Source: an optimization exercise on an open RTL-to-GDS flow (aim: small area). Production flows keep margins and buffers that such runs may drop. Function was checked by simulation only, so behaviour that the tests miss may differ from the original. No driver is modelled on the clock port, so clocking that relies on it looks cheaper here than on a real chip. Power and IR drop assume default switching activity.

<file path="flow/standard.sh">
#!/bin/bash
# synth_recipe.tcl (not shown) runs the flow's synth.tcl, then flattens the netlist and writes it again
# the make line also repeats each setting of config.mk as NAME=value (left out here)
make -C /OpenROAD-flow-scripts/flow DESIGN_CONFIG=/design/flow/config.mk WORK_HOME=/design/flow/orfs CLKGATE_MAP_FILE= SYNTH_SCRIPT=/design/flow/synth_recipe.tcl "${@:-finish}"
</file>
<file path="flow/flow/run.sh">
#!/bin/bash
# Standard ORFS layout (standard.sh, unchanged synthesis) with these layout settings changed:
#  - port buffers use the smallest buffer, sky130_fd_sc_hd__buf_1
#  - clock tree built from clkbuf_4 with sink clusters of 10 and no dummy loads
#  - after floorplan, multi-drive logic gates are swapped for their drive-1 variant
#    (flow/downsize.tcl); placement's repair and the timing repairs size up what needs it
set -euo pipefail
here=$(pwd)
bash standard.sh \
  'BUFFER_PORTS_ARGS=-buffer_cell sky130_fd_sc_hd__buf_1' \
  'CTS_ARGS=-sink_clustering_enable -repair_clock_nets -dont_use_dummy_load -buf_list sky130_fd_sc_hd__clkbuf_4 -sink_clustering_size 10 -sink_clustering_max_diameter 100 -sink_buffer_max_cap_derate 1.0' \
  "POST_FLOORPLAN_TCL=$here/flow/downsize.tcl" \
  finish > standard_flow.log 2>&1
</file>
<file path="flow/design.v">
`timescale 1ns/1ps
package bpu_entry_pkg;
    localparam int pc_width   = 32;
    localparam int ctr_width  = 2;
    localparam int btb_ways   = 4;
    localparam int plru_width = btb_ways - 1;
    typedef struct packed {
        logic [pc_width-1:0]   pred_pc;
        logic [ctr_width-1:0]  ctr;
        logic [btb_ways-1:0]   way_valid;
        logic [btb_ways-1:0]   way_hit;
        logic [plru_width-1:0] plru;
    } bp_entry_t;
endpackage
`timescale 1ns/1ps
module sel8
(
    input  logic [7:0] s,
    input  logic [7:0] d,
    output logic       y
);
    logic n0;
    logic n1;
    aoi222 i_g0 (.a(s[0]), .b(d[0]), .c(s[1]), .d(d[1]), .e(s[2]), .f(d[2]), .y(n0));
    aoi222 i_g1 (.a(s[3]), .b(d[3]), .c(s[4]), .d(d[4]), .e(s[5]), .f(d[5]), .y(n1));
    or_aoi22 i_g2 (.n0(n0), .n1(n1), .a(s[6]), .b(d[6]), .c(s[7]), .d(d[7]), .y(y));
endmodule
module or_aoi22
(
    input  logic n0, n1, a, b, c, d,
    output logic y
);
    assign y = ~n0 | ~n1 | (a & b) | (c & d);
endmodule
module aoi222
(
    input  logic a, b, c, d, e, f,
    output logic y
);
    assign y = ~((a & b) | (c & d) | (e & f));
endmodule
`timescale 1ns/1ps
module dec8
(
    input  logic       en,
    input  logic [2:0] a,
    output logic [7:0] y
);
    for (genvar i = 0; i < 8; i++) begin : g_out
        assign y[i] = en && (a == 3'(i));
    end
endmodule
module dec8n
(
    input  logic [2:0] a,
    output logic [7:0] y
);
    for (genvar i = 0; i < 8; i++) begin : g_out
        assign y[i] = (a == 3'(i));
    end
endmodule
`timescale 1ns/1ps
import bpu_entry_pkg::*;
module bpu_entry_buffer
#(
    parameter int depth = 8
) (
    input  logic                  clk,
    input  logic                  rst_n,
    input  logic                  flush,
    input  logic                  in_vld,
    output logic                  in_rdy,
    input  logic [pc_width-1:0]   in_pc,
    input  logic [ctr_width-1:0]  in_ctr,
    input  logic [btb_ways-1:0]   in_way_valid,
    input  logic [btb_ways-1:0]   in_way_hit,
    input  logic [plru_width-1:0] in_plru,
    input  logic                  commit_vld,
    input  logic                  commit_taken,
    output logic                  out_vld,
    input  logic                  out_rdy,
    output logic [pc_width-1:0]   out_pc,
    output logic [ctr_width-1:0]  out_ctr,
    output logic [btb_ways-1:0]   out_way_valid,
    output logic [btb_ways-1:0]   out_way_hit,
    output logic [plru_width-1:0] out_plru
);
    localparam int idx_w = $clog2(depth);
    localparam int ptr_w = idx_w + 1;
    logic [ptr_w-1:0] wr_ptr;
    logic [ptr_w-1:0] cmt_ptr;
    logic [ptr_w-1:0] rd_ptr;
    logic [ptr_w-1:0] cmt_ptr_nxt;
    logic             wr_fire;
    logic             rd_fire;
    assign in_rdy  = !((wr_ptr[idx_w-1:0] == rd_ptr[idx_w-1:0]) && (wr_ptr[idx_w] != rd_ptr[idx_w]));
    assign out_vld = cmt_ptr != rd_ptr;
    assign wr_fire = in_vld && in_rdy && !flush;
    assign rd_fire = out_vld && out_rdy;
    assign cmt_ptr_nxt = cmt_ptr + ptr_w'(commit_vld);
    always_ff @(posedge clk or negedge rst_n) begin
        if (!rst_n) begin
            wr_ptr  <= '0;
            cmt_ptr <= '0;
            rd_ptr  <= '0;
        end else begin
            wr_ptr  <= flush ? cmt_ptr_nxt : wr_ptr + ptr_w'(wr_fire);
            cmt_ptr <= cmt_ptr_nxt;
            rd_ptr  <= rd_ptr + ptr_w'(rd_fire);
        end
    end
    logic                  in_left;
    logic                  in_right;
    logic [plru_width-1:0] wr_plru;
    logic                  wr_hit;
    assign in_left  = in_way_hit[0] | in_way_hit[1];
    assign in_right = in_way_hit[2] | in_way_hit[3];
    assign wr_hit   = in_left | in_right;
    always_comb begin
        wr_plru = in_plru;
        if (in_left) begin
            wr_plru[0] = 1'b1;
            wr_plru[1] = in_way_hit[0];
        end else if (in_right) begin
            wr_plru[0] = 1'b0;
            wr_plru[2] = in_way_hit[2];
        end
    end
    logic [pc_width-1:0]   m_pc   [depth];
    logic [ctr_width-1:0]  m_ctr  [depth];
    logic [btb_ways-1:0]   m_wv   [depth];
    logic                  m_hit  [depth];
    logic [plru_width-1:0] m_plru [depth];
    logic                  m_tk   [depth];
    logic [pc_width+ctr_width+btb_ways+1+plru_width:0] m_rec [depth];
    logic [depth-1:0] wsel;
    logic [depth-1:0] csel;
    dec8 i_wdec (.en(wr_fire),    .a(wr_ptr[idx_w-1:0]),  .y(wsel));
    dec8 i_cdec (.en(commit_vld), .a(cmt_ptr[idx_w-1:0]), .y(csel));
    for (genvar i = 0; i < depth; i++) begin : g_slot
        assign m_rec[i] = {m_pc[i], m_ctr[i], m_wv[i], m_hit[i], m_plru[i], m_tk[i]};
        always_ff @(posedge clk) begin
            if (wsel[i]) begin
                m_pc[i]   <= in_pc;
                m_ctr[i]  <= in_ctr;
                m_wv[i]   <= in_way_valid;
                m_hit[i]  <= wr_hit;
                m_plru[i] <= wr_plru;
            end
        end
        always_ff @(posedge clk) begin
            if (csel[i]) begin
                m_tk[i] <= commit_taken;
            end
        end
    end
    logic [idx_w-1:0]      ri;
    logic [ctr_width-1:0]  r_ctr;
    logic [btb_ways-1:0]   r_wv;
    logic                  r_hit;
    logic [plru_width-1:0] r_plru;
    logic                  r_tk;
    assign ri     = rd_ptr[idx_w-1:0];
    localparam int rec_w = pc_width + ctr_width + btb_ways + 1 + plru_width + 1;
    logic [depth-1:0] rsel;
    logic [rec_w-1:0] r_rec;
    dec8n i_rdec (.a(ri), .y(rsel));
    for (genvar b = 0; b < rec_w; b++) begin : g_rbit
        logic [depth-1:0] col;
        for (genvar i = 0; i < depth; i++) begin : g_col
            assign col[i] = m_rec[i][b];
        end
        sel8 i_sel (.s(rsel), .d(col), .y(r_rec[b]));
    end
    assign {out_pc, r_ctr, r_wv, r_hit, r_plru, r_tk} = r_rec;
    logic                  o_hit;
    logic [plru_width-1:0] o_plru;
    assign o_hit = r_hit | r_tk;
    always_comb begin
        o_plru = r_plru;
        if (r_tk && !r_hit) begin
            if (&r_wv) begin
                o_plru[0] = ~r_plru[0];
                if (r_plru[0]) begin
                    o_plru[2] = ~r_plru[2];
                end else begin
                    o_plru[1] = ~r_plru[1];
                end
            end else if (!r_wv[0] || !r_wv[1]) begin
                o_plru[0] = 1'b1;
                o_plru[1] = ~r_wv[0];
            end else begin
                o_plru[0] = 1'b0;
                o_plru[2] = ~r_wv[2];
            end
        end
    end
    assign out_plru         = o_plru;
    assign out_way_hit[0]   = o_hit &  o_plru[0] &  o_plru[1];
    assign out_way_hit[1]   = o_hit &  o_plru[0] & ~o_plru[1];
    assign out_way_hit[2]   = o_hit & ~o_plru[0] &  o_plru[2];
    assign out_way_hit[3]   = o_hit & ~o_plru[0] & ~o_plru[2];
    assign out_way_valid    = r_wv | (out_way_hit & {btb_ways{r_tk}});
    assign out_ctr = r_tk ? {r_ctr[1] | r_ctr[0], r_ctr[1] | ~r_ctr[0]}
                          : {r_ctr[1] & r_ctr[0], r_ctr[1] & ~r_ctr[0]};
endmodule
</file>
<file path="flow/constraint.sdc">
create_clock -name core_clock -period 5.0 [get_ports {clk}]
set_input_delay 1.0000 -clock core_clock [delete_from_list [all_inputs] [get_ports {clk}]]
set_output_delay 1.0000 -clock core_clock [all_outputs]
set_load 0.01 [all_outputs]
</file>
<file path="flow/config.mk">
export PLATFORM = sky130hd
export DESIGN_NAME = bpu_entry_buffer
export DESIGN_NICKNAME = bpu_entry_buffer
export VERILOG_FILES = /design/flow/design.v
export SDC_FILE = /design/flow/constraint.sdc
export NUM_CORES = 4
export LEC_CHECK = 0
export CAP_MARGIN = 20
export CORE_MARGIN = 2
export CORE_UTILIZATION = 60
export PLACE_DENSITY = 0.85
export SLEW_MARGIN = 20
export SYNTH_HIERARCHICAL = 1
export SYNTH_MINIMUM_KEEP_SIZE = 0
</file>
<file path="flow/flow/downsize.tcl">
# swap every multi-drive gate for its drive-1 variant; placement's repair_design
# and the timing repairs size back up what the limits and timing need
set db [ord::get_db]
set n 0
foreach inst [[ord::get_db_block] getInsts] {
  set m [[$inst getMaster] getName]
  if {[regexp {^(sky130_fd_sc_hd__[a-z0-9]+)_([0-9]+)$} $m -> base drive] && $drive > 1} {
    foreach d {1 0} {
      set cand "${base}_$d"
      set master [$db findMaster $cand]
      if {$master ne "NULL" && ![string match *dfrtp* $base] && ![string match *edfxtp* $base]} {
        if {[$inst swapMaster $master]} { incr n }
        break
      }
    }
  }
}
puts "downsized $n instances"
</file>
==> flow_summary.json, run 1 <==
{
  "route.detailed.vias_per_inst": 6.75,
  "postSynthNetCount": 716,
  "portbufs": 98,
  "cts-hold-fix-buffers": 0,
  "vias": 7159,
  "power_mw": 7.42,
  "core_area_mm2": 0.0216,
  "clk_buf_depth": 3,
  "detail_route.first_pass.iterations": 6,
  "pin_count": 99,
  "totalWireLength_um": 27200,
  "cts_tree": "yes",
  "critical_path.endpoint_type": "output port",
  "post_synth_inst_count": 658,
  "final-hold-violation-count": 0,
  "critPathMaxFanout": 43,
  "gp_congestion": 0.859,
  "floorplan.initialDensity_pct": 60.5,
  "rsz0062_at_grt": "false",
  "busiest_layer": "met2",
  "ff_latch_area_mm2": 0.0106,
  "number_of_antenna_violations_at_the_first_check_in_global_routing": 1,
  "cellPowerDensity_mw_per_mm2": 531,
  "total_grt_usage_pct": 24.2,
  "tightestPinTransition_ns": 1.08,
  "die_w_um": 152,
  "synth-warning-count": 14,
  "multi_input_comb_area_mm2": 0.00216,
  "final.fill_count": 1465,
  "drt-wirelength-per-cell_um": 25.6,
  "ir_drop_uv": 287,
  "clock.fmax_mhz": 214,
  "clock_insertion_delay_worst_skew_ns": 0.67,
  "timing.critical_path.arrival_ns": 3.67,
  "postLayoutCoreUtil_pct": 64.5,
  "finalNetCount": 839,
  "cts.sink_count": 356,
  "cts_buffers": 41,
  "grt_pass1_wl_um": 40900,
  "max_cap_viol_count": 0,
  "grt_max_degree": 44,
  "clkTransAtPathRegs_ns": 0.11,
  "fp.dieH_um": 152,
  "numPlacedInstances": 1018,
  "post_route_cells_drive_above_1_share_pct": 9.24,
  "synth.distinct_cells": 44,
  "worst_endpoint_required_time_ns": 4.00,
  "fin_skew_ns": 0.0516,
  "syn_to_final_growth_pct": 6.65,
  "drcViolationCount": 0,
  "power_leakage_nw": 4.33,
  "fp.dieArea_mm2": 0.0230,
  "maxSlewViolCount": 0,
  "ys_ff_latch": 356,
  "setup.worst_path.class": "reg2out",
  "seq_area_frac_synth_pct": 81.2,
  "grtUsageMet2_pct": 39.9,
  "ctsRootBufferMaster": "clkbuf_4",
  "grt_remaining_overflow": 0,
  "period_minus_slack_ns": 4.67,
  "dpl.hpwl_um": 15600,
  "fin_setup_tns_ns": 0,
  "gr-usage-met1_pct": 32.2,
  "average_cell_area_after_synthesis_um2": 19.9,
  "outcome": "finished clean",
  "timing.max_slew.rel_slack_pct": 27.9,
  "htreeDepth": 2,
  "via_count_of_the_first_global_routing_pass": 7224,
  "setup-violations-final": 0,
  "drt.antenna.violating_nets": 0,
  "crit_share_post_route_pct": 93.5,
  "finalNonFillerCells": 1060,
  "synthesis.area_mm2": 0.0131,
  "rows": 54,
  "worst_hold_path_type": "in2async",
  "use_met3_pct": 4.70,
  "first_iter_violations": 1128,
  "crit_path_start_kind": "register"
}
modules after synthesis, one instance, submodules excluded, excerpt:
| module | flip-flops and latches | cell area (um^2) | times used |
|---|---|---|---|
| dec8n | 0 | 65.1 | 1 |
| or_aoi22 | 0 | 12.5 | 43 |
| dec8 | 0 | 96.3 | 2 |
| bpu_entry_buffer | 356 | 11400 | 1 |
| aoi222 | 0 | 10.0 | 86 |
power by group:
group          leakage, nW  switching [mW]  internal [mW]
Clock                0.189           0.829          0.379
Sequential            3.24           0.177           3.56
Combinational        0.893            1.62          0.857
Total                 4.33            2.63           4.79
flip-flops by register name, summed over array words and instances (netlist names):
signal	cells
wr_ptr	4
cmt_ptr	4
m_hit	8
m_wv	32
m_plru	24
m_ctr	16
m_pc	256
rd_ptr	4
m_tk	8
final cells by class:
cell class,count,share of cell area [%]
diodes,1,0.0179
clock buffers,41,2.21
inverters,7,0.188
multi-input cells,262,15.5
flip-flops and latches,356,76.2
well taps,280,2.51
repair buffers,113,3.44
per-stage QoR:
stage                     hold slack (ns)  instance area (um^2)  setup slack (ns)
after floorplan                     0.486                 13100             0.759
after global placement              0.519                 13600             0.998
after detailed placement            0.502                 13600             0.790
after CTS                           0.356                 13900             0.103
after global routing                0.381                 14000            0.0150
final                               0.376                 14000             0.326
synthesized netlist by cell type (all sizes together):
| cell | number | area share, % |
|---|---|---|
| nor3b | 4 | 0.23 |
| a22oi | 43 | 2.5 |
| xor2 | 4 | 0.27 |
| and4b | 6 | 0.52 |
| nand3 | 46 | 1.8 |
| xnor2 | 10 | 0.67 |
| and3b | 5 | 0.36 |
| o22ai | 2 | 0.14 |
| nand4b | 1 | 0.18 |
| a21oi | 1 | 0.038 |
| and3 | 1 | 0.057 |
| inv | 7 | 0.20 |
| a31oi | 1 | 0.048 |
| nor2 | 4 | 0.11 |
| maj3 | 2 | 0.15 |
| a222oi | 86 | 6.6 |
| o31ai | 1 | 0.057 |
| o21bai | 1 | 0.057 |
| nor4b | 2 | 0.23 |
| nor3 | 2 | 0.076 |
| nand4 | 2 | 0.096 |
| ha | 6 | 0.57 |
| and2b | 1 | 0.076 |
| mux2 | 2 | 0.17 |
| and2 | 1 | 0.048 |
| a21o | 1 | 0.057 |
| a22o | 2 | 0.20 |
| edfxtp | 344 | 79 |
| buf | 33 | 1.9 |
| o21ai | 5 | 0.22 |
| nor2b | 1 | 0.048 |
| dfrtp | 12 | 2.3 |
| nand2 | 8 | 0.23 |
| nand3b | 1 | 0.057 |
| and4bb | 6 | 0.57 |
| a31o | 2 | 0.13 |
| and4 | 2 | 0.15 |
placed cells by master, fill, tap and decap left out, types with 2 or more instances in the layout:
master,synthesis,routed
a222oi_1,86,86
a22o_1,1,2
a22oi_1,43,43
a31o_1,1,2
and3b_1,2,2
and3b_2,3,2
and4b_1,0,3
and4b_4,0,2
and4bb_1,0,3
and4bb_2,6,3
buf_1,0,98
buf_4,32,15
clkbuf_4,0,41
dfrtp_1,12,12
edfxtp_1,344,344
ha_1,6,6
inv_1,6,7
maj3_1,2,2
mux2_1,0,2
nand2_1,8,8
nand3_1,46,46
nand4_1,2,2
nor2_1,4,4
nor3b_2,0,3
o21ai_0,4,4
o22ai_1,1,2
xnor2_1,10,10
xor2_1,4,4
worst paths after layout:
| path | cells past startpoint | endpoint | slack, ns | startpoint |
|---|---|---|---|---|
| worst max register to register | 5 | m_pc[1][14] | 2.02 | rd_ptr[2] |
| min in group core_clock | 1 | cmt_ptr[3] | 0.52 | cmt_ptr[3] |
| max in group asynchronous | 1 | wr_ptr[2] | 4.19 | rst_n |
| worst min-delay path | 1 | rd_ptr[1] | 0.38 | rst_n |
| worst min register to register | 1 | cmt_ptr[3] | 0.52 | cmt_ptr[3] |
| worst max-delay path | 8 | out_way_hit[2] | 0.33 | rd_ptr[1] |
per-layer routing:
| metal | routed length, um | up-vias |
|---|---|---|
| met2 | 13400 | 426 |
| met1 | 10100 | 3554 |
| met4 | 889 | 0 |
| li1 | - | 3109 |
| met5 | 0 | - |
| met3 | 2810 | 70 |
timing repair:
action	4_1_cts	5_1_grt
resized for setup	0	1
buffers inserted	0	0
endpoints found under the setup margin	0	7
cells by family (layout without fill, tap and decap cells):
logic type      count (synthesis)  after routing  share of synthesized area, %
compound gates                145            145                          10.0
xor+xnor                       14             14                         0.937
fa+ha+maj                       8              8                         0.727
buf+inv                        40            161                          2.12
flops                         356            356                          81.2
mux                             2              2                         0.172
other cells                     0              1                             0
simple gates                   93             93                          4.81
critical path, cell delays in order, from the launching register on:
cell and delay, ns:
dfrtp_1 0.60, and3b_4 0.44, a222oi_1 0.37, nand3_1 0.39, and2b_1 0.34, o22ai_1 0.37, o21ai_0 0.22, nor2b_1 0.15
buf_1 0.16
==> run 2: changes to the inputs <==
--- a/flow/design.v
+++ b/flow/design.v
@@ -15,29 +15,29 @@
 `timescale 1ns/1ps
 module sel8
 (
-    input  logic [7:0] s,
+    input  logic [7:0] sn,
     input  logic [7:0] d,
     output logic       y
 );
-    logic n0;
-    logic n1;
-    aoi222 i_g0 (.a(s[0]), .b(d[0]), .c(s[1]), .d(d[1]), .e(s[2]), .f(d[2]), .y(n0));
-    aoi222 i_g1 (.a(s[3]), .b(d[3]), .c(s[4]), .d(d[4]), .e(s[5]), .f(d[5]), .y(n1));
-    or_aoi22 i_g2 (.n0(n0), .n1(n1), .a(s[6]), .b(d[6]), .c(s[7]), .d(d[7]), .y(y));
-endmodule
-module or_aoi22
-(
-    input  logic n0, n1, a, b, c, d,
+    logic [3:0] t;
+    for (genvar i = 0; i < 4; i++) begin : g_pair
+        oai22 i_oai (.a1(sn[2*i]), .a2(d[2*i]), .b1(sn[2*i+1]), .b2(d[2*i+1]), .y(t[i]));
+    end
+    nor4 i_nor (.a(t[0]), .b(t[1]), .c(t[2]), .d(t[3]), .y(y));
+endmodule
+module oai22
+(
+    input  logic a1, a2, b1, b2,
     output logic y
 );
-    assign y = ~n0 | ~n1 | (a & b) | (c & d);
-endmodule
-module aoi222
-(
-    input  logic a, b, c, d, e, f,
+    assign y = ~((a1 | a2) & (b1 | b2));
+endmodule
+module nor4
+(
+    input  logic a, b, c, d,
     output logic y
 );
-    assign y = ~((a & b) | (c & d) | (e & f));
+    assign y = ~(a | b | c | d);
 endmodule
 `timescale 1ns/1ps
 module dec8
@@ -53,10 +53,10 @@
 module dec8n
 (
     input  logic [2:0] a,
-    output logic [7:0] y
+    output logic [7:0] yn
 );
     for (genvar i = 0; i < 8; i++) begin : g_out
-        assign y[i] = (a == 3'(i));
+        assign yn[i] = (a != 3'(i));
     end
 endmodule
 `timescale 1ns/1ps
@@ -162,15 +162,15 @@
     logic                  r_tk;
     assign ri     = rd_ptr[idx_w-1:0];
     localparam int rec_w = pc_width + ctr_width + btb_ways + 1 + plru_width + 1;
-    logic [depth-1:0] rsel;
+    logic [depth-1:0] rsel_n;
     logic [rec_w-1:0] r_rec;
-    dec8n i_rdec (.a(ri), .y(rsel));
+    dec8n i_rdec (.a(ri), .yn(rsel_n));
     for (genvar b = 0; b < rec_w; b++) begin : g_rbit
         logic [depth-1:0] col;
         for (genvar i = 0; i < depth; i++) begin : g_col
             assign col[i] = m_rec[i][b];
         end
-        sel8 i_sel (.s(rsel), .d(col), .y(r_rec[b]));
+        sel8 i_sel (.sn(rsel_n), .d(col), .y(r_rec[b]));
     end
     assign {out_pc, r_ctr, r_wv, r_hit, r_plru, r_tk} = r_rec;
     logic                  o_hit;
==> run 2 against run 1 <==
Effect of this change:
- clock-buffer cell count unchanged
- global-route usage is 0.31 points lower
- worst hold slack worse by 0.0040 ns
- routed wire length rose by 2.7%
- area after synthesis rose by 1.6%
- flip-flop and latch count unchanged
- largest power group unchanged
==> flow_summary.json, run 2 <==
{
  "synth_edf_count": 344,
  "drt.antenna.violating_nets": 0,
  "crit_share_post_route_pct": 94.6,
  "fin_skew_ns": 0.0250,
  "number_of_antenna_violations_at_the_first_check_in_global_routing": 1,
  "top_regs": "m_pc (256), m_wv (32), m_plru (24)",
  "clock.fmax_mhz": 211,
  "portbufs": 98,
  "setup.worst_path.class": "reg2out",
  "cellPowerDensity_mw_per_mm2": 537,
  "crit_path_start_kind": "register",
  "placed_area_mm2": 0.0136,
  "leading_cell_type_in_the_layout_fill_and_taps_excluded": "edfxtp_1",
  "seq_area_frac_synth_pct": 79.9,
  "critical_path.endpoint_type": "output port",
  "fp.dieH_um": 153,
  "total_grt_usage_pct": 23.9,
  "drt-wirelength-per-cell_um": 25.1,
  "rsz0062_at_grt": "false",
  "grt_remaining_overflow": 0,
  "critPathMaxFanout": 24,
  "most_frequently_used_cell_type_in_the_post_synthesis_netlist": "edfxtp_1",
  "synth-warning-count": 14,
  "ys_ff_latch": 356,
  "post_route_cells_drive_above_1_share_pct": 9.76,
  "cts-hold-fix-buffers": 0,
  "tightestPinTransition_ns": 0.734,
  "setup-violations-final": 0,
  "most_used_cells_in_the_layout_excluding_fill_and_tap_cells": "344 x edfxtp_1, 174 x o22ai_1, 98 x buf_1, 41 x clkbuf_4, 39 x nor4_1",
  "synth-async-reset-ratio_pct": 3.37,
  "gp_congestion": 0.863,
  "finalNetCount": 890,
  "clkTransAtPathRegs_ns": 0.12,
  "max_cap_viol_count": 0,
  "cts.sink_count": 356,
  "cts_buffers": 41,
  "average_cell_area_after_synthesis_um2": 19.0,
  "period_minus_slack_ns": 4.73,
  "power_leakage_nw": 4.27,
  "synthesis.area_mm2": 0.0133,
  "via_count_of_the_first_global_routing_pass": 7558,
  "totalWireLength_um": 27900,
  "clk_buf_depth": 3,
  "cts_tree": "yes",
  "grt_max_degree": 43,
  "synth_common_cells": "344 x edfxtp_1, 173 x o22ai_1, 43 x nor4_2",
  "timing.max_slew.rel_slack_pct": 51.1,
  "core_area_mm2": 0.0218,
  "rows": 54,
  "route.detailed.vias_per_inst": 6.64,
  "pin_count": 99,
  "final.hold.worst_slack_ns": 0.372,
  "outcome": "finished clean",
  "post_synth_inst_count": 701,
  "post_synthesis_cell_type_with_the_largest_combined_area": "edfxtp_1",
  "timing.critical_path.arrival_ns": 3.73,
  "postSynthNetCount": 759,
  "max_flop_register": "m_pc",
  "worstRegToRegCells": 5,
  "vias": 7388,
  "top_area_cell_type_share_of_the_netlist_area_pct": 77.7,
  "ys_top_cells_by_area": "edfxtp_1 78%, o22ai_1 8.1%, nor4_2 4.0%, dfrtp_1 2.3%, buf_4 1.8%",
  "fin_setup_tns_ns": 0,
  "ctsRootBufferMaster": "clkbuf_4",
  "final_design_area_no_fill_mm2": 0.0140,
  "maxSlewViolCount": 0,
  "final.fill_count": 1469,
  "fp.dieArea_mm2": 0.0234,
  "finalNonFillerCells": 1112,
  "worst_hold_path_type": "in2async",
  "die_w_um": 153,
  "worst_endpoint_required_time_ns": 4.00,
  "postLayoutCoreUtil_pct": 64.2,
  "htreeDepth": 2,
  "synth.distinct_cells": 43,
  "floorplan.initialDensity_pct": 61.1,
  "dpl.hpwl_um": 15900,
  "drcViolationCount": 0,
  "grt_pass1_wl_um": 42200,
  "clock_insertion_delay_worst_skew_ns": 0.63,
  "ir_drop_uv": 297,
  "detail_route.first_pass.iterations": 7,
  "first_iter_violations": 686,
  "final-hold-violation-count": 0,
  "flip_flop_count_of_the_largest_register_all_copies_and_words_added": 256,
  "syn_to_final_growth_pct": 5.08,
  "numPlacedInstances": 1066,
  "synth_ff_type": "edfxtp_1"
}
[run 2: stage by stage]
| stage | total power [mW] | setup WS (ns) |
|---|---|---|
| floorplan | 5.90 | 0.865 |
| global placement | 6.23 | 0.980 |
| detailed placement | 6.30 | 0.844 |
| CTS | 7.46 | 0.0961 |
| global route | 7.85 | 0.0208 |
| finish | 7.51 | 0.269 |
[run 2: final cells by class]
class	instances	area [um^2]	share of cell area (%)
sequential	356	10600	76.1
multi-input combinational	305	2110	15.1
timing repair buffer	121	541	3.87
tap	280	350	2.51
clock buffer	41	308	2.20
inverter	7	26.3	0.188
antenna	2	5.00	0.0358
[run 2: what timing repair did]
action,4_1_cts,5_1_grt
buffers inserted,0,3
gates resized for setup,0,4
setup endpoints to repair,0,8
[run 2: Yosys stat by module, one instance, submodules excluded, a selection]
module	flops+latches	copies in the design
nor4	0	43
dec8n	0	1
oai22	0	172
bpu_entry_buffer	356	1
dec8	0	2
[run 2: where the power goes]
| group | leakage (nW) | total [mW] | internal, mW | switching, mW |
|---|---|---|---|---|
| registers | 3.24 | 3.73 | 3.55 | 0.175 |
| clock network | 0.189 | 1.20 | 0.380 | 0.820 |
| logic | 0.834 | 2.58 | 0.846 | 1.74 |
[run 2: metal layers]
metal  track usage (%)  wire length, um  vias to the layer above
li1                  -                -                     3222
met1              31.2            10600                     3622
met2              39.8            13800                      460
met3              4.71             2630                       84
met4              10.1              927                        0
met5                 0                0                        -
[run 2: cells by family (layout without fill, tap and decap cells)]
| kind of cell | count (synthesis) | in the layout | synth area share (%) |
|---|---|---|---|
| flops | 356 | 356 | 79.9 |
| compound gates | 188 | 188 | 9.03 |
| simple gates | 93 | 93 | 7.12 |
| buf+inv | 40 | 169 | 2.09 |
| xor+xnor | 14 | 14 | 0.922 |
| fa+ha+maj | 8 | 8 | 0.715 |
| mux | 2 | 2 | 0.169 |
| other cells | 0 | 2 | 0 |
[run 2: worst paths after layout]
check | start | end | slack, ns
worst min register to register | cmt_ptr[3] | cmt_ptr[3] | 0.53
worst min-delay path | rst_n | rd_ptr[3] | 0.37
worst max register to register | rd_ptr[2] | m_pc[3][5] | 2.13
worst max-delay path | rd_ptr[2] | out_way_hit[0] | 0.27
max in group asynchronous | rst_n | cmt_ptr[3] | 4.18
min in group core_clock | cmt_ptr[3] | cmt_ptr[3] | 0.53
[run 2: critical path: stages, from the launching register on]
cell	delay, ns
dfrtp_1	0.56
or3b_2	0.30
buf_4	0.33
o22ai_1	0.17
nor4_1	0.55
nand3b_1	0.18
o31ai_1	0.27
a22o_1	0.28
nor3b_1	0.28
buf_1	0.18
==> run 3: changes to the inputs <==
--- a/flow/config.mk
+++ b/flow/config.mk
@@ -8,7 +8,7 @@
 export CAP_MARGIN = 20
 export CORE_MARGIN = 2
 export CORE_UTILIZATION = 60
-export PLACE_DENSITY = 0.85
+export PLACE_DENSITY = 0.7
 export SLEW_MARGIN = 20
 export SYNTH_HIERARCHICAL = 1
 export SYNTH_MINIMUM_KEEP_SIZE = 0
==> run 3 against run 2 <==
Effect of this change:
- still clean
- total power shrank 0.67%
- sequential power is essentially flat
- via count shrank 1.6%
- die area is the same
- register-to-register slack gained 0.04 ns
- cell count is the same
- design area is essentially flat
- critical endpoint is now out_way_hit[1]
- largest cell class unchanged
- highest routed layer unchanged
==> flow_summary.json, run 3 <==
{
  "outcome": "finished clean",
  "critical_path.endpoint_type": "output port",
  "drt-wirelength-per-cell_um": 25.2,
  "cts-hold-fix-buffers": 0,
  "synth_ff_type": "edfxtp_1",
  "kind_of_cell_with_the_highest_combined_delay_on_the_critical_path": "simple AND/OR/NAND/NOR gates",
  "grt_pass1_wl_um": 42100,
  "fp.dieArea_mm2": 0.0234,
  "clock_insertion_delay_worst_skew_ns": 0.68,
  "vias": 7272,
  "first_iter_violations": 607,
  "synth_edf_count": 344,
  "ctsRootBufferMaster": "clkbuf_4",
  "cts_buffers": 41,
  "number_of_antenna_violations_at_the_first_check_in_global_routing": 2,
  "via_count_of_the_first_global_routing_pass": 7253,
  "main_combinational_cell_family_by_area_after_synthesis": "compound AO/OA/AOI/OAI gates",
  "rows": 54,
  "post_route_cells_drive_above_1_share_pct": 9.52,
  "timing.max_slew.rel_slack_pct": 39.3,
  "post_synth_mux_area_share_pct": 0.169,
  "period_minus_slack_ns": 4.83,
  "simple_gate_area_share_of_the_yosys_netlist_pct": 7.12,
  "finalNonFillerCells": 1112,
  "fp.dieH_um": 153,
  "core_area_mm2": 0.0218,
  "crit_path_start_kind": "register",
  "final-hold-violation-count": 0,
  "yosys.area_share.xor_xnor_pct": 0.922,
  "power_leakage_nw": 4.27,
  "timing.critical_path.arrival_ns": 3.83,
  "syn_to_final_growth_pct": 5.10,
  "die_w_um": 153,
  "grtUsageMet2_pct": 37.8,
  "use_met3_pct": 4.51,
  "busiest_layer": "met2",
  "totalWireLength_um": 28000,
  "top_regs": "m_pc (256), m_wv (32), m_plru (24)",
  "postSynthNetCount": 759,
  "cp.depth": 8,
  "final.fill_count": 1518,
  "top_area_cell_type_share_of_the_netlist_area_pct": 77.7,
  "cts_tree": "yes",
  "floorplan.initialDensity_pct": 61.1,
  "ys_top_cells_by_area": "edfxtp_1 78%, o22ai_1 8.1%, nor4_2 4.0%, dfrtp_1 2.3%, buf_4 1.8%",
  "dpl.hpwl_um": 15800,
  "detail_route.first_pass.iterations": 5,
  "average_cell_area_after_synthesis_um2": 19.0,
  "slowest_stage": "nor4_1",
  "total_grt_usage_pct": 23.7,
  "portbufs": 98,
  "cellPowerDensity_mw_per_mm2": 534,
  "worst_hold_path_type": "in2async",
  "max_cap_viol_count": 0,
  "post_synthesis_cell_type_with_the_largest_combined_area": "edfxtp_1",
  "route.detailed.vias_per_inst": 6.54,
  "synth-warning-count": 14,
  "synth.distinct_cells": 43,
  "drt.antenna.violating_nets": 0,
  "ir_drop_uv": 274,
  "synth_fa_ha_area_share_pct": 0.715,
  "post_synth_inst_count": 701,
  "critPathMaxFanout": 12,
  "worst_endpoint_required_time_ns": 4.00,
  "fin_setup_tns_ns": 0,
  "fin_skew_ns": 0.0765,
  "drcViolationCount": 0,
  "pin_count": 99,
  "cts.sink_count": 356,
  "setup-violations-final": 0,
  "leading_cell_type_in_the_layout_fill_and_taps_excluded": "edfxtp_1",
  "clk_buf_depth": 3,
  "clkTransAtPathRegs_ns": 0.11,
  "most_frequently_used_cell_type_in_the_post_synthesis_netlist": "edfxtp_1",
  "critical_path.cell_chain": "nand3b_1 -> o22ai_1 -> nor4_1 -> and3b_1 -> o21ai_1 -> a22o_1 -> nor3_1 -> buf_1",
  "setup.worst_path.class": "reg2out",
  "clock.fmax_mhz": 207,
  "gr-usage-met1_pct": 33.3,
  "gp_congestion": 0.768,
  "maxSlewViolCount": 0,
  "area_fraction_in_compound_gates_after_synthesis_pct": 9.03,
  "grt_remaining_overflow": 0,
  "rsz0062_at_grt": "false",
  "crit_share_post_route_pct": 96.5,
  "ys_ff_latch": 356,
  "synthesis.area_mm2": 0.0133,
  "most_used_cells_in_the_layout_excluding_fill_and_tap_cells": "344 x edfxtp_1, 173 x o22ai_1, 98 x buf_1, 42 x nor4_1, 41 x clkbuf_4",
  "flip_flop_count_of_the_largest_register_all_copies_and_words_added": 256,
  "regToRegSetupSlack_ns": 2.17,
  "critical_path.reg2reg.startpoint": "rd_ptr[2]",
  "seq_area_frac_synth_pct": 79.9,
  "synth-async-reset-ratio_pct": 3.37,
  "max_flop_register": "m_pc",
  "tightestPinTransition_ns": 0.910,
  "critPathMaxStageDelay_ns": 0.71,
  "grt_max_degree": 43,
  "worstReg2RegEnd": "m_pc[3][26]",
  "synth_common_cells": "344 x edfxtp_1, 173 x o22ai_1, 43 x nor4_2",
  "path_buf_inv": 1,
  "htreeDepth": 2,
  "numPlacedInstances": 1066,
  "finalNetCount": 890,
  "worstRegToRegCells": 5
}
[run 3: cell count changes in the layout (fill, tap and decap cells not counted), moves of 2 or more]
cell,change
nor4_1,+3
nor4_2,-2
or3b_2,-3
or3b_4,+3
[run 3: what timing repair did]
item | CTS | global route
buffers inserted | 0 | 3
gates resized for setup | 0 | 6
endpoints found under the setup margin | 0 | 8
hold endpoints to repair | 0 | 0
[run 3: worst max-delay path by stage]
stage,startpoint,endpoint
floorplan,flush,m_ctr[0][0]
global placement,rd_ptr[0],out_way_hit[1]
detailed placement,rd_ptr[2],out_way_hit[1]
CTS,rd_ptr[2],out_way_hit[1]
global route,rd_ptr[0],out_way_hit[1]
finish,rd_ptr[1],out_way_hit[1]
[run 3: cell type report]
type	instances	area, um^2	share of cell area (%)
Antenna cell	2	5.00	0.0358
Inverter	7	26.3	0.188
Timing Repair Buffer	121	553	3.96
Clock buffer	41	308	2.20
Multi-Input combinational cell	305	2100	15.0
Tap cell	280	350	2.51
Sequential cell	356	10600	76.1
[run 3: worst reg2reg max path, delay by kind of cell, from the launching register on]
kind | cells | cell delay (ns)
simple gates | 3 | 1.35
flops | 1 | 0.53
buf+inv | 1 | 0.42
xor+xnor | 1 | 0.18
[run 3: logic make-up after synthesis]
group	Yosys count
compound gates	188
simple gates	93
fa+ha+maj	8
mux	2
buf+inv	40
xor+xnor	14
flops	356
[run 3: per-stage QoR]
step / worst slack [ns] / utilization [%] / hold WS [ns] / area (um^2) / power, mW
2_1_floorplan: 0.865 / - / 0.486 / 13300 / 5.90
3_3_place_gp: 0.972 / 62.5 / 0.519 / 13600 / 6.18
3_5_place_dp: 0.786 / 62.5 / 0.536 / 13600 / 6.26
4_1_cts: 0.0487 / 63.9 / 0.325 / 13900 / 7.43
5_1_grt: 0.00546 / 64.2 / 0.359 / 14000 / 7.81
6_report: 0.175 / 64.2 / 0.336 / 14000 / 7.46
[run 3: routing by layer]
metal / share of wire [%] / vias up / wire, um
met5: 0 / - / 0
met4: 2.7 / 0 / 763
met3: 8.7 / 58 / 2420
met2: 48 / 344 / 13600
met1: 40 / 3654 / 11300
li1: - / 3216 / -
[run 3: Yosys stat by module (local to each module, per instance), a selection]
module / cell area, um^2 / cells inside / flops+latches
nor4: 12.5 / 1 / 0
oai22: 6.26 / 1 / 0
dec8n: 60.1 / 8 / 0
bpu_entry_buffer: 11400 / 462 / 356
dec8: 96.3 / 8 / 0
[run 3: where the power goes]
part / total, mW / leakage [nW] / internal, mW / switching, mW
clock: 1.21 / 0.189 / 0.379 / 0.829
combinational: 2.53 / 0.840 / 0.858 / 1.67
sequential: 3.72 / 3.24 / 3.55 / 0.169
==> run 4: changes to the inputs <==
--- a/flow/flow/run.sh
+++ b/flow/flow/run.sh
@@ -4,10 +4,13 @@
 #  - clock tree built from clkbuf_4 with sink clusters of 10 and no dummy loads
 #  - after floorplan, multi-drive logic gates are swapped for their drive-1 variant
 #    (flow/downsize.tcl); placement's repair and the timing repairs size up what needs it
+#  - after clock tree synthesis, a leaf clock buffer whose flip-flop clock pins see a
+#    high slew is swapped for the next larger clock buffer (flow/clkfix.tcl)
 set -euo pipefail
 here=$(pwd)
 bash standard.sh \
   'BUFFER_PORTS_ARGS=-buffer_cell sky130_fd_sc_hd__buf_1' \
   'CTS_ARGS=-sink_clustering_enable -repair_clock_nets -dont_use_dummy_load -buf_list sky130_fd_sc_hd__clkbuf_4 -sink_clustering_size 10 -sink_clustering_max_diameter 100 -sink_buffer_max_cap_derate 1.0' \
   "POST_FLOORPLAN_TCL=$here/flow/downsize.tcl" \
+  "POST_CTS_TCL=$here/flow/clkfix.tcl" \
   finish > standard_flow.log 2>&1
==> flow/flow/clkfix.tcl (new file) <==
# a clock-tree leaf buffer whose flip-flop clock pins see a slew over 110 ps
# (placement parasitics) is swapped for the next larger clock buffer
estimate_parasitics -placement
set db [ord::get_db]
set fixed {}
foreach pin [all_registers -clock_pins -edge_triggered] {
  set worst 0
  foreach edge {rise fall} {
    foreach a {min max} {
      set s [expr {[sta::time_ui_sta [get_property $pin slew_${a}_$edge]] * 1e12}]
      if {$s > $worst} { set worst $s }
    }
  }
  if {$worst > 110} {
    set net [get_nets -of_objects $pin]
    foreach drv [get_pins -of_objects $net -filter "direction == output"] {
      set inst [[sta::sta_to_db_pin $drv] getInst]
      set m [[$inst getMaster] getName]
      if {[lsearch $fixed [$inst getName]] < 0 && [regexp {^sky130_fd_sc_hd__clkbuf_(\d+)$} $m -> d] && $d < 8} {
        $inst swapMaster [$db findMaster sky130_fd_sc_hd__clkbuf_[expr {$d * 2}]]
        lappend fixed [$inst getName]
      }
    }
  }
}
puts "clock buffers upsized: [llength $fixed]"
if {[llength $fixed]} { detailed_placement }
==> run 4 against run 3 <==
Effect of this change:
- area after synthesis unchanged
- still clean on timing, DRC and antenna
- maximum frequency increased by 0.62%
- routed wire length about the same
- sequential share of layout area about the same
- total power increased by 0.13%
- non-clock buffer count unchanged
- cell count unchanged
- combinational power about the same
==> flow_summary.json, run 4 <==
{
  "ys_ff_latch": 356,
  "synth_common_cells": "344 x edfxtp_1, 173 x o22ai_1, 43 x nor4_2",
  "numPlacedInstances": 1066,
  "synthesis.area_mm2": 0.0133,
  "portbufs": 98,
  "synth-async-reset-ratio_pct": 3.37,
  "max_flop_register": "m_pc",
  "final-hold-violation-count": 0,
  "syn_to_final_growth_pct": 5.15,
  "clock_insertion_delay_worst_skew_ns": 0.69,
  "most_frequently_used_cell_type_in_the_post_synthesis_netlist": "edfxtp_1",
  "number_of_antenna_violations_at_the_first_check_in_global_routing": 2,
  "maxSlewViolCount": 0,
  "timing.critical_path.arrival_ns": 3.80,
  "cp.depth": 8,
  "crit_path_start": "rd_ptr[1]",
  "busiest_layer": "met2",
  "setup.worst_path.class": "reg2out",
  "clock.fmax_mhz": 209,
  "most_used_cells_in_the_layout_excluding_fill_and_tap_cells": "344 x edfxtp_1, 173 x o22ai_1, 98 x buf_1, 42 x nor4_1, 40 x clkbuf_4",
  "synth_edf_count": 344,
  "flip_flop_count_of_the_largest_register_all_copies_and_words_added": 256,
  "power_leakage_nw": 4.28,
  "post_route_cells_drive_above_1_share_pct": 9.52,
  "synth-warning-count": 14,
  "core_area_mm2": 0.0218,
  "postSynthNetCount": 759,
  "crit_path_start_kind": "register",
  "first_iter_violations": 585,
  "timing.max_slew.rel_slack_pct": 40.0,
  "post_synth_inst_count": 701,
  "ys_top_cells_by_area": "edfxtp_1 78%, o22ai_1 8.1%, nor4_2 4.0%, dfrtp_1 2.3%, buf_4 1.8%",
  "worstReg2RegEnd": "m_plru[5][0]",
  "cellPowerDensity_mw_per_mm2": 534,
  "gp_congestion": 0.768,
  "vias": 7305,
  "synth_ff_type": "edfxtp_1",
  "critPathMaxStageDelay_ns": 0.70,
  "worst_hold_path_type": "in2async",
  "outcome": "finished clean",
  "critical_path.endpoint": "out_way_hit[1]",
  "synth.distinct_cells": 43,
  "finalNonFillerCells": 1112,
  "clkTransAtPathRegs_ns": 0.11,
  "setup-violations-final": 0,
  "top_area_cell_type_share_of_the_netlist_area_pct": 77.7,
  "cts.sink_count": 356,
  "critical_path.reg2reg.startpoint": "wr_ptr[2]",
  "period_minus_slack_ns": 4.80,
  "drcViolationCount": 0,
  "grt_pass1_wl_um": 42100,
  "route.detailed.vias_per_inst": 6.57,
  "seq_area_frac_synth_pct": 79.9,
  "pin_count": 99,
  "critical_path.endpoint_type": "output port",
  "top_regs": "m_pc (256), m_wv (32), m_plru (24)",
  "dpl.hpwl_um": 15800,
  "die_w_um": 153,
  "grt_remaining_overflow": 0,
  "detail_route.first_pass.iterations": 5,
  "finalNetCount": 890,
  "worstRegToRegCells": 5,
  "gr-usage-met1_pct": 33.3,
  "via_count_of_the_first_global_routing_pass": 7258,
  "crit_share_post_route_pct": 95.9,
  "leading_cell_type_in_the_layout_fill_and_taps_excluded": "edfxtp_1",
  "max_cap_viol_count": 0,
  "kind_of_cell_with_the_highest_combined_delay_on_the_critical_path": "simple AND/OR/NAND/NOR gates",
  "fp.dieArea_mm2": 0.0234,
  "worst_endpoint_required_time_ns": 4.00,
  "critical_path.cell_chain": "nand3b_1 -> o22ai_1 -> nor4_1 -> and3b_1 -> o21ai_1 -> a22o_1 -> nor3_1 -> buf_1",
  "rows": 54,
  "fin_skew_ns": 0.0995,
  "use_met3_pct": 4.51,
  "cts_tree": "yes",
  "floorplan.initialDensity_pct": 61.1,
  "rsz0062_at_grt": "false",
  "drt-wirelength-per-cell_um": 25.2,
  "grtUsageMet2_pct": 37.8,
  "path_buf_inv": 1,
  "tightestPinTransition_ns": 0.900,
  "post_synthesis_cell_type_with_the_largest_combined_area": "edfxtp_1",
  "average_cell_area_after_synthesis_um2": 19.0,
  "slowest_stage": "nor4_1",
  "fin_setup_tns_ns": 0,
  "drt.antenna.violating_nets": 0,
  "critPathMaxFanout": 12,
  "totalWireLength_um": 28000,
  "fp.dieH_um": 153,
  "total_grt_usage_pct": 23.7,
  "regToRegSetupSlack_ns": 2.17,
  "final.fill_count": 1517,
  "ir_drop_uv": 274,
  "grt_max_degree": 43
}
[run 4: changes by cell type in the layout (fill, tap and decap cells not counted)]
cell,change
clkbuf_8,+1
clkbuf_4,-1
[run 4: final cells by class]
class	instances	area, um^2	area share (%)
inverters	7	26.3	0.188
multi-input cells	305	2100	15.0
clock buffers	41	314	2.25
well taps	280	350	2.51
diodes	2	5.00	0.0358
flip-flops and latches	356	10600	76.0
repair buffers	121	553	3.96
[run 4: cell families (layout without fill, tap and decap cells)]
group                    count (synthesis)  in the layout  synth area share, %
buffers and inverters                   40            169                 2.09
flip-flops                             356            356                 79.9
AND/OR/NAND/NOR                         93             93                 7.12
multiplexers                             2              2                0.169
adder cells (fa/ha/maj)                  8              8                0.715
XOR/XNOR                                14             14                0.922
other                                    0              2                    0
AO/OA/AOI/OAI                          188            188                 9.03
[run 4: routing by layer]
layer  up-vias  routed length (um)  part of all wire (%)
met2       361               13500                    48
met5         -                   0                     0
li1       3223                   -                     -
met3        68                2550                   9.1
met1      3653               11200                    40
met4         0                 793                   2.8
[run 4: per-module statistics from Yosys, one instance, submodules excluded, excerpt]
module	times used	flops+latches	cells inside	area, um^2
bpu_entry_buffer	1	356	462	11400
dec8	2	0	8	96.3
dec8n	1	0	8	60.1
nor4	43	0	1	12.5
oai22	172	0	1	6.26
[run 4: through the flow]
step	area [um^2]	setup WS, ns	total power, mW	hold slack [ns]	utilization, %
3_3_place_gp	13600	0.972	6.18	0.519	62.5
5_1_grt	14000	0.0420	7.82	0.359	64.3
3_5_place_dp	13600	0.786	6.26	0.536	62.5
6_report	14000	0.205	7.47	0.339	64.3
2_1_floorplan	13300	0.865	5.90	0.486	-
[run 4: worst min-delay path by stage]
stage	from	end	slack [ns]	depth (start not counted)
floorplan	cmt_ptr[3]	cmt_ptr[3]	0.49	1
global route	rst_n	cmt_ptr[0]	0.36	1
finish	rst_n	wr_ptr[2]	0.34	1
global placement	cmt_ptr[3]	cmt_ptr[3]	0.52	1
detailed placement	cmt_ptr[3]	cmt_ptr[3]	0.54	1
[run 4: worst reg2reg max path, cell delays in order, from the launching register on]
cell and delay (ns):
dfrtp_1 0.53, xnor2_1 0.19, nand4_1 0.15, and3b_1 0.31
and4b_2 0.87, buf_4 0.46
[run 4: where the power goes]
part | switching [mW] | internal, mW | total [mW]
clock network | 0.831 | 0.388 | 1.22
logic | 1.67 | 0.858 | 2.53
registers | 0.169 | 3.55 | 3.72
total | 2.67 | 4.80 | 7.47

==> what the ideal ports hide <==
No port has a modelled driver above. Below, the same layouts with a new extraction and two added sets of constraints.
Step 1 sets driving cells, clkbuf_16 on the clock port and buf_2 on the other inputs (assumed; they add their load-dependent delay and slew).
Step 2 moves the port delays by t, midway between the first and last clock arrival at a register: inputs arrive t later, outputs are due t later. That takes back most of the time a late clock gives input paths.
Slacks: ideal ports / drivers / drivers and shift; pairs: ideal ports / drivers.
| run | t (ns) | setup WS [ns] | cell pins on the clock port's net |
|---|---|---|---|
| run 1 | 0.681 | 0.326 / 0.288 / 0.969 | 1 |
| run 2 | 0.658 | 0.269 / 0.230 / 0.888 | 1 |
| run 3 | 0.683 | 0.175 / 0.136 / 0.819 | 1 |
| run 4 | 0.674 | 0.205 / 0.165 / 0.840 | 1 |
After both steps setup and hold are still met in every run listed.
